This is an optimization exercise on Yosys and OpenROAD, whose aim is small area, a short achievable clock period and few clock cycles, not a production implementation.
Only simulation tests tie the RTL to the original design; equivalence was not proved.
Power is estimated from default activity; no workload was simulated.

## priority_active_expired_scheduler
module priority_active_expired_scheduler (
  input  logic                clk,
  input  logic                rst,
  input  logic                cfg_write,
  input  logic [CFG_W-1:0]    cfg_data,
  input  logic                req_valid,
  output logic                req_ready,
  input  logic                req_operation,
  input  logic [ID_BITS-1:0]  req_proc_id,
  input  logic [PRI_IN_W-1:0] req_dynamic_priority,
  input  logic [PRI_IN_W-1:0] req_static_prio,
  output logic                rsp_valid,
  input  logic                rsp_ready,
  output logic [1:0]          rsp_status,
  output logic [ID_BITS-1:0]  rsp_next_id,
  output logic [PRIO_W-1:0]   rsp_priority_now,
  output logic                rsp_banks_swapped
);
  localparam int REQ_W = 1 + ID_BITS + 1 + NUM_LEVELS;
  logic [LVL_W-1:0]      lm1;      
  logic [NUM_LEVELS-1:0] mask;     
  always_ff @(posedge clk) begin
    if (rst) begin
      lm1 <= LVL_W'(LEVELS_RESET - 1);
    end else if (cfg_write) begin
      if (cfg_data == '0) begin
        lm1 <= '0;
      end else if (cfg_data > CFG_W'(NUM_LEVELS)) begin
        lm1 <= LVL_W'(NUM_LEVELS - 1);
      end else begin
        lm1 <= LVL_W'(cfg_data - CFG_W'(1));
      end
    end
  end
  always_comb begin
    for (int l = 0; l < NUM_LEVELS; l++) begin
      mask[l] = LVL_W'(l) <= lm1;
    end
  end
  logic                  stall;
  logic                  acc;
  logic                  i_valid, s_valid, s_free;
  logic [REQ_W-1:0]      i_req, s_req, req_bus;
  logic                  n_expired;
  logic [PRI_IN_W-1:0]   n_stat_m1;
  logic [LVL_W-1:0]      n_lvl;
  logic                  n_ok;
  logic [NUM_LEVELS-1:0] n_lvl_oh;
  assign stall     = rsp_valid && !rsp_ready;
  assign req_ready = s_free;
  assign acc       = req_valid && s_free;
  assign n_expired = req_dynamic_priority[PRI_IN_W-1];
  assign n_stat_m1 = req_static_prio - PRI_IN_W'(1);
  ...
clock: 7.5 ns
lec_check: 0
cap_margin: 20
core_margin: 2
core_utilization: 40
cts_cluster_diameter: 60
cts_cluster_size: 25
setup_slack_margin: 4.5
slew_margin: 20
tns_end_percent: 5
standard.sh (not shown) runs the stock make flow with config.mk's settings and CLKGATE_MAP_FILE= SYNTH_SCRIPT=/design/flow/synth_recipe.tcl, a recipe that flattens the netlist after the stock synthesis.
==> flow/flow/run.sh <==
#!/bin/bash
set -euo pipefail
bash standard.sh finish \
  "CTS_ARGS=-sink_clustering_enable -repair_clock_nets -sink_clustering_size 25 -sink_clustering_max_diameter 60 -dont_use_dummy_load" \
  > standard.log 2>&1
Testbench counts at the start, summed over its fixed seeds: cycles 19,272.
==> next run, changes <==
==> flow/run.sh (new file) <==
#!/bin/bash
# synth_recipe.tcl (not shown) runs the flow's synth.tcl, then flattens the netlist and writes it again
# the make line also repeats each setting of config.mk as NAME=value (left out here)
make -C /OpenROAD-flow-scripts/flow DESIGN_CONFIG=/design/flow/config.mk WORK_HOME=/design/flow/orfs CLKGATE_MAP_FILE= SYNTH_SCRIPT=/design/flow/synth_recipe.tcl finish
TNS_END_PERCENT = not set   (was 5)
removed: flow/flow/run.sh
removed: flow/standard.sh
The changed run finished with timing, DRC and antenna clean.
Core utilization goes up by 0.94 points.
Critical path depth goes down by 9.
Synthesized cell count stays the same.
Routed wire length goes up by about 0.9%.
Fmax goes up by 1.2%.
Setup slack gains 38 ps.
Via count goes up by 0.86%.
Die area is unchanged.
Sequential cell count stays the same.
==> next run, changes <==
==> flow/flow/run.sh (new file) <==
#!/bin/bash
set -euo pipefail
bash standard.sh finish \
  "CTS_ARGS=-sink_clustering_enable -repair_clock_nets -sink_clustering_size 25 -sink_clustering_max_diameter 60 -dont_use_dummy_load" \
  > standard.log 2>&1
==> flow/standard.sh (new file) <==
#!/bin/bash
# synth_recipe.tcl (not shown) runs the flow's synth.tcl, then flattens the netlist and writes it again
# the make line also repeats each setting of config.mk as NAME=value (left out here)
make -C /OpenROAD-flow-scripts/flow DESIGN_CONFIG=/design/flow/config.mk WORK_HOME=/design/flow/orfs CLKGATE_MAP_FILE= SYNTH_SCRIPT=/design/flow/synth_recipe.tcl "${@:-finish}"
removed: flow/run.sh
After rerunning: Routed wire length is about the same; final cell count went down by 1.7%; worst setup slack gets better by 34 ps; maximum frequency increases by 1.1%; total power came out lower by about 7%.
==> next run, changes <==
SETUP_SLACK_MARGIN = 4.7   (was 4.5)
TNS_END_PERCENT = 5   (was not set)
Outcome: Setup slack gains 19 ps; synthesized cell count is unchanged; register-to-register slack loses 50 ps; wire length went up by 0.52%; sequential power barely changes.
==> next run, changes <==
CORE_UTILIZATION = 50   (was 40)
SETUP_SLACK_MARGIN = 4.5   (was 4.7)
TNS_END_PERCENT = not set   (was 5)
The changed run finished with timing, DRC and antenna clean.
Synthesized area stays the same.
Die area went down by about a fifth.
Global-route usage came out higher by 3.9 points.
Final area decreases slightly.
Sequential power is about the same.
Power drops slightly.
First-iteration DRC count decreases by a few percent.
Worst hold slack improved by 15 ps.
Non-clock buffer count fell by 32.
Maximum frequency drops slightly.
Clock power goes down slightly.

## separate check: timing with driven ports
Ports are ideal in the flow. The routed layouts listed here were re-timed in OpenROAD. Step 1 (the two cells are an assumption about what drives the block):
set clk [get_ports {clk}]
set_driving_cell -lib_cell sky130_fd_sc_hd__clkbuf_16 $clk
set_driving_cell -lib_cell sky130_fd_sc_hd__buf_2 [delete_from_list [all_inputs] $clk]
Step 2 adds t to the input delays and takes it off the output delays; t is the mean of the earliest and latest rising clock arrival at the registers after step 1. Input paths then give back, and output paths get back, about the clock's delay inside the block. Slacks: ideal / step 1 / step 2; pairs: ideal / step 1.
| run | t (ns) | slack for setup (ns) | worst setup path after step 2 | slew at the worst register clock pin (ns) | cell pins on the clock port's net |
|---|---|---|---|---|---|
| the first run | 0.875 | 4.356 / 4.267 / 3.705 | input to register | 0.10 / 0.10 | 1 |
| the second run | 0.904 | 4.394 / 4.297 / 3.773 | input to register | 0.10 / 0.10 | 1 |
| the third run | 0.867 | 4.428 / 4.334 / 3.757 | input to register | 0.10 / 0.10 | 1 |
| the fourth run | 0.869 | 4.447 / 4.352 / 3.679 | input to register | 0.10 / 0.10 | 1 |
| the fifth run | 0.863 | 4.435 / 4.386 / 3.769 | input to register | 0.10 / 0.10 | 1 |
After both steps every run listed still meets setup and hold. For the fourth run, which loses most, drivers alone change the setup slack by -0.095 ns; drivers and shift together by -0.768 ns.
